This is an optimization exercise on Yosys and OpenROAD, whose aim is small area, a short achievable clock period and few clock cycles per item, not a production implementation.
RTL that was checked went through simulation tests only; none was proved equivalent to the original.

Setup of v6:
==> flow/design.v <==
package ahbl_pkg;
  localparam logic [1:0] HTRANS_IDLE   = 2'b00;
  localparam logic [1:0] HTRANS_BUSY   = 2'b01;
  localparam logic [1:0] HTRANS_NONSEQ = 2'b10;
  localparam logic [1:0] HTRANS_SEQ    = 2'b11;
  typedef enum logic [1:0] {
    StIdle = 2'd0,
    StFill = 2'd1,
    StResp = 2'd2
  } cache_state_e;
  function automatic logic htrans_active(input logic [1:0] htrans);
    case (htrans)
      HTRANS_NONSEQ, HTRANS_SEQ: htrans_active = 1'b1;
      HTRANS_IDLE, HTRANS_BUSY:  htrans_active = 1'b0;
      default:                   htrans_active = 1'b0;
    endcase
  endfunction
endpackage
module xip_line_cache_store #(
  parameter int unsigned NUM_LINES  = 16,
  parameter int unsigned LINE_WORDS = 4
) (
  input  logic                          clk_i,
  input  logic                          we_i,
  input  logic [NUM_LINES-1:0]          widx_i,    
  input  logic [LINE_WORDS-1:0]         wword_i,   
  input  logic [31:0]                   wdata_i,
  input  logic [$clog2(NUM_LINES)-1:0]  ridx_i,
  input  logic [$clog2(LINE_WORDS)-1:0] rword_i,
  output logic [31:0]                   rdata_o
);
  localparam int unsigned N = NUM_LINES * LINE_WORDS;
  logic [31:0] data_q [N];
  logic [N-1:0] rsel;
  for (genvar l = 0; l < NUM_LINES; l++) begin : g_line
    for (genvar w = 0; w < LINE_WORDS; w++) begin : g_word
      always_ff @(posedge clk_i) begin
        if (we_i & widx_i[l] & wword_i[w]) begin
          data_q[l * LINE_WORDS + w] <= wdata_i;
        end
      end
    end
  end
  assign rsel = N'(1) << {ridx_i, rword_i};
  always_comb begin
    rdata_o = '0;
    for (int k = 0; k < N; k++) begin
      rdata_o = rdata_o | (data_q[k] & {32{rsel[k]}});
    end
  end
endmodule
module xip_line_cache_ahbl #(
  parameter int unsigned NUM_LINES  = 16,
  parameter int unsigned LINE_WORDS = 4,
  parameter int unsigned ADDR_W     = 24
) (
  input  logic        HCLK,
  input  logic        HRESETn,
  input  logic        HSEL,
  input  logic [31:0] HADDR,
  input  logic [1:0]  HTRANS,
  input  logic        HWRITE,
  input  logic        HREADY,
  output logic        HREADYOUT,
  output logic [31:0] HRDATA,
  output logic        HRESP,
  output logic        M_HSEL,
  output logic [31:0] M_HADDR,
  output logic [1:0]  M_HTRANS,
  input  logic        M_HREADY,
  input  logic [31:0] M_HRDATA,
  input  logic        flush
);
  localparam int unsigned OFF_W  = $clog2(LINE_WORDS);
  localparam int unsigned IDX_W  = $clog2(NUM_LINES);
  localparam int unsigned TAG_W  = ADDR_W - OFF_W - IDX_W - 2;
  localparam int unsigned LINE_W = TAG_W + IDX_W;
  logic              accept, rd;
  logic [OFF_W-1:0]  a_word;
  logic [IDX_W-1:0]  a_idx;
  logic [TAG_W-1:0]  a_tag;
  logic [LINE_W-1:0] a_line;
  logic              unused_addr;
  assign unused_addr = ^{HADDR[31:ADDR_W], HADDR[1:0]};
  assign accept = HSEL & ahbl_pkg::htrans_active(HTRANS) & HREADY;
  assign rd     = accept & ~HWRITE;
  assign a_word = HADDR[OFF_W+1:2];
  assign a_idx  = HADDR[OFF_W+IDX_W+1:OFF_W+2];
  assign a_tag  = HADDR[ADDR_W-1:OFF_W+IDX_W+2];
  assign a_line = HADDR[ADDR_W-1:OFF_W+2];
  logic [TAG_W-1:0]     tag_q [NUM_LINES];
  logic [NUM_LINES-1:0] valid_q;
  logic                  gen_q;
  logic [IDX_W-1:0]      cur_idx_q;
  logic [LINE_WORDS-1:0] arrived_q;
  logic                  m_act_q;
  logic [LINE_W-1:0]     m_line_q;
  logic [OFF_W-1:0]      m_word_q;
  logic                  m_gen_q;
  logic                  pend_q;      
  logic                  dp_act_q;
  logic [OFF_W-1:0]      dp_word_q;
  logic [NUM_LINES-1:0]  dp_idx_oh_q;    
  logic [LINE_WORDS-1:0] dp_word_oh_q;
  logic                  dp_gen_q;
  logic                  wait_q;      
  logic [OFF_W-1:0]      wword_q;     
  logic [LINE_W-1:0]     line_q;      
  logic [31:0]           rdata_q;
  logic        tag_hit, arriving, bypass, word_ok, miss, m_free, fwd;
  logic [31:0] st_rdata;
  logic [NUM_LINES-1:0] line_match;
  for (genvar i = 0; i < NUM_LINES; i++) begin : g_match
    assign line_match[i] = valid_q[i] & (tag_q[i] == a_tag) & (a_idx == IDX_W'(i));
  end
  assign tag_hit  = (|line_match) & ~flush;
  assign arriving = M_HREADY & dp_act_q & (dp_gen_q == gen_q);
  assign bypass   = arriving & (cur_idx_q == a_idx) & (dp_word_q == a_word);
  assign word_ok  = (cur_idx_q != a_idx) | arrived_q[a_word] | bypass;
  assign miss     = rd & ~tag_hit;
  assign m_free   = ~m_act_q | (M_HREADY & (m_word_q == OFF_W'(LINE_WORDS - 1)));
  xip_line_cache_store #(
    .NUM_LINES  (NUM_LINES),
    .LINE_WORDS (LINE_WORDS)
  ) u_store (
    .clk_i   (HCLK),
    .we_i    (M_HREADY),
    .widx_i  (dp_idx_oh_q),
    .wword_i (dp_word_oh_q),
    .wdata_i (M_HRDATA),
    .ridx_i  (a_idx),
    .rword_i (a_word),
    .rdata_o (st_rdata)
  );
  always_ff @(posedge HCLK) begin
    if (rd) begin
      tag_q[a_idx] <= a_tag;
    end
  end
  always_ff @(posedge HCLK or negedge HRESETn) begin
    if (!HRESETn) begin
      valid_q <= '0;
    end else begin
      if (flush) begin
        valid_q <= '0;
      end
      if (rd) begin
        valid_q[a_idx] <= 1'b1;
      end
    end
  end
  assign fwd = wait_q & arriving & (dp_word_q == wword_q);
  always_ff @(posedge HCLK) begin
    rdata_q <= (wait_q | bypass) ? M_HRDATA : st_rdata;
    if (HREADY) begin
      line_q <= a_line;
    end
  end
  always_ff @(posedge HCLK or negedge HRESETn) begin
    if (!HRESETn) begin
      wait_q  <= 1'b0;
      wword_q <= '0;
    end else if (HREADY) begin
      wait_q  <= rd & ~(tag_hit & word_ok);
      wword_q <= a_word;
    end else if (fwd) begin
      wait_q  <= 1'b0;
    end
  end
  assign HREADYOUT = ~wait_q;
  assign HRDATA    = rdata_q;
  assign HRESP     = 1'b0;
  always_ff @(posedge HCLK or negedge HRESETn) begin
    if (!HRESETn) begin
      gen_q     <= 1'b0;
      cur_idx_q <= '0;
      arrived_q <= '1;
    end else if (miss) begin
      gen_q     <= ~gen_q;
      cur_idx_q <= a_idx;
      arrived_q <= '0;
    end else if (arriving) begin
      arrived_q[dp_word_q] <= 1'b1;
    end
  end
  always_ff @(posedge HCLK or negedge HRESETn) begin
    if (!HRESETn) begin
      m_act_q  <= 1'b0;
      m_word_q <= '0;
      m_gen_q  <= 1'b0;
      pend_q   <= 1'b0;
    end else begin
      if (m_free) begin
        m_act_q  <= miss | pend_q;
        m_word_q <= '0;
        m_gen_q  <= pend_q ? gen_q : ~gen_q;
        pend_q   <= 1'b0;
      end else begin
        if (M_HREADY) begin
          m_word_q <= m_word_q + OFF_W'(1);
        end
        if (miss) begin
          pend_q <= 1'b1;
        end
      end
    end
  end
  always_ff @(posedge HCLK) begin
    if (m_free) begin
      m_line_q <= pend_q ? line_q : a_line;
    end
  end
  always_ff @(posedge HCLK or negedge HRESETn) begin
    if (!HRESETn) begin
      dp_act_q  <= 1'b0;
      dp_word_q <= '0;
      dp_gen_q  <= 1'b0;
      dp_idx_oh_q  <= '0;
      dp_word_oh_q <= '0;
    end else if (M_HREADY) begin
      dp_act_q  <= m_act_q;
      dp_word_q <= m_word_q;
      dp_gen_q  <= m_gen_q;
      dp_idx_oh_q  <= m_act_q ? NUM_LINES'(1) << m_line_q[IDX_W-1:0] : '0;
      dp_word_oh_q <= LINE_WORDS'(1) << m_word_q;
    end
  end
  assign M_HSEL   = m_act_q;
  assign M_HTRANS = m_act_q ? ahbl_pkg::HTRANS_NONSEQ : ahbl_pkg::HTRANS_IDLE;
  assign M_HADDR  = {{(32 - ADDR_W){1'b0}}, m_line_q, m_word_q, 2'b00};
endmodule
Settings: LEC_CHECK=0, ABC_CLOCK_PERIOD_IN_PS=2500, CAP_MARGIN=20, CORE_MARGIN=2, CORE_UTILIZATION=40, CTS_CLUSTER_DIAMETER=80, CTS_CLUSTER_SIZE=30, SETUP_SLACK_MARGIN=3.0, SLEW_MARGIN=20; clock period 5.5 ns.
run.sh (not shown) runs the stock make flow with config.mk's settings and CLKGATE_MAP_FILE= SYNTH_SCRIPT=/design/flow/synth_recipe.tcl, a recipe that flattens the netlist after the stock synthesis.
v6 went all the way through synthesis, placement and routing and the layout is clean on timing, DRC and antenna.
Testbench counts of v6, summed over its fixed seeds: cycles 44,339, reads 24,000.
For v7, these inputs were changed with respect to v6:
-- flow/design.v --
<<< v6, line 76
  localparam int unsigned TAG_W  = ADDR_W - OFF_W - IDX_W - 2;
  localparam int unsigned LINE_W = TAG_W + IDX_W;
  logic              accept, rd;
  logic [OFF_W-1:0]  a_word;
  logic [IDX_W-1:0]  a_idx;
>>> v7, line 76
  localparam int unsigned TAG_W  = ADDR_W - OFF_W - IDX_W - 2;
  localparam int unsigned LINE_W = TAG_W + IDX_W;
  logic              accept, rd_raw, rd;
  logic [OFF_W-1:0]  a_word;
  logic [IDX_W-1:0]  a_idx;
<<< v6, line 84
  assign unused_addr = ^{HADDR[31:ADDR_W], HADDR[1:0]};
  assign accept = HSEL & ahbl_pkg::htrans_active(HTRANS) & HREADY;
  assign rd     = accept & ~HWRITE;
  assign a_word = HADDR[OFF_W+1:2];
  assign a_idx  = HADDR[OFF_W+IDX_W+1:OFF_W+2];
>>> v7, line 84
  assign unused_addr = ^{HADDR[31:ADDR_W], HADDR[1:0]};
  assign accept = HSEL & ahbl_pkg::htrans_active(HTRANS) & HREADY;
  assign rd_raw = HSEL & ahbl_pkg::htrans_active(HTRANS) & ~HWRITE;
  assign rd     = rd_raw & HREADY;
  assign a_word = HADDR[OFF_W+1:2];
  assign a_idx  = HADDR[OFF_W+IDX_W+1:OFF_W+2];
<<< v6, line 99
  logic                  m_gen_q;
  logic                  pend_q;      
  logic                  dp_act_q;
  logic [OFF_W-1:0]      dp_word_q;
>>> v7, line 100
  logic                  m_gen_q;
  logic                  pend_q;      
  logic                  early_q;     
  logic                  dp_act_q;
  logic [OFF_W-1:0]      dp_word_q;
<<< v6, line 108
  logic [LINE_W-1:0]     line_q;      
  logic [31:0]           rdata_q;
  logic        tag_hit, arriving, bypass, word_ok, miss, m_free, fwd;
  logic [31:0] st_rdata;
  logic [NUM_LINES-1:0] line_match;
>>> v7, line 110
  logic [LINE_W-1:0]     line_q;      
  logic [31:0]           rdata_q;
  logic        tag_hit, arriving, bypass, word_ok, miss, m_free, fwd, early;
  logic [31:0] st_rdata;
  logic [NUM_LINES-1:0] line_match;
<<< v6, line 120
  assign miss     = rd & ~tag_hit;
  assign m_free   = ~m_act_q | (M_HREADY & (m_word_q == OFF_W'(LINE_WORDS - 1)));
  xip_line_cache_store #(
    .NUM_LINES  (NUM_LINES),
>>> v7, line 122
  assign miss     = rd & ~tag_hit;
  assign m_free   = ~m_act_q | (M_HREADY & (m_word_q == OFF_W'(LINE_WORDS - 1)));
  assign early    = fwd & rd_raw & ~tag_hit & m_free & ~pend_q;
  xip_line_cache_store #(
    .NUM_LINES  (NUM_LINES),
<<< v6, line 190
      m_gen_q  <= 1'b0;
      pend_q   <= 1'b0;
    end else begin
      if (m_free) begin
        m_act_q  <= miss | pend_q;
        m_word_q <= '0;
        m_gen_q  <= pend_q ? gen_q : ~gen_q;
>>> v7, line 193
      m_gen_q  <= 1'b0;
      pend_q   <= 1'b0;
      early_q  <= 1'b0;
    end else begin
      early_q <= early;
      if (m_free) begin
        m_act_q  <= miss | pend_q | early;
        m_word_q <= '0;
        m_gen_q  <= pend_q ? gen_q : ~gen_q;
<<< v6, line 200
          m_word_q <= m_word_q + OFF_W'(1);
        end
        if (miss) begin
          pend_q <= 1'b1;
        end
>>> v7, line 205
          m_word_q <= m_word_q + OFF_W'(1);
        end
        if (miss & ~early_q) begin
          pend_q <= 1'b1;
        end
--- outcome ---
v7: no failed stages, no open violations at the end. On final sum of negative setup slack, v6 and v7 are basically level. Compared with v6, in v7 maximum fanout along the worst path rose by 5, share of post-route cells with drive strength above 1 went up by 1.9 points, worst hold slack went down 0.024 ns, share of synthesized cell area in full adder, half adder and majority cells neither gained nor lost much.
The RTL of v7 was laid out without a check of its function.

-- re-timing with driven ports --
In the flow no input, the clock included, has a driving cell. The finished layouts below were timed again as built, in two steps. Step 1: set_driving_cell puts a clkbuf_16 on HCLK and a buf_2 on each other input, an assumption about the parent block. Step 2 also shifts input and output timing later by t, the mid clock arrival at the registers, as if the neighbouring blocks saw the same clock. Slacks: ideal / step 1 / step 2; pairs: ideal / step 1.
run | t, ns | slack for setup (ns) | clock arrival spread, ns
v6 | 0.920 | 2.786 / 2.670 / 1.749 | 0.108 / 0.107
v7 | 0.925 | 2.670 / 2.643 / 1.718 | 0.099 / 0.099
After both steps every run listed still meets setup and hold. The setup slack of v6, which loses most, moves by -0.116 ns with the drivers and by -1.037 ns with both steps.
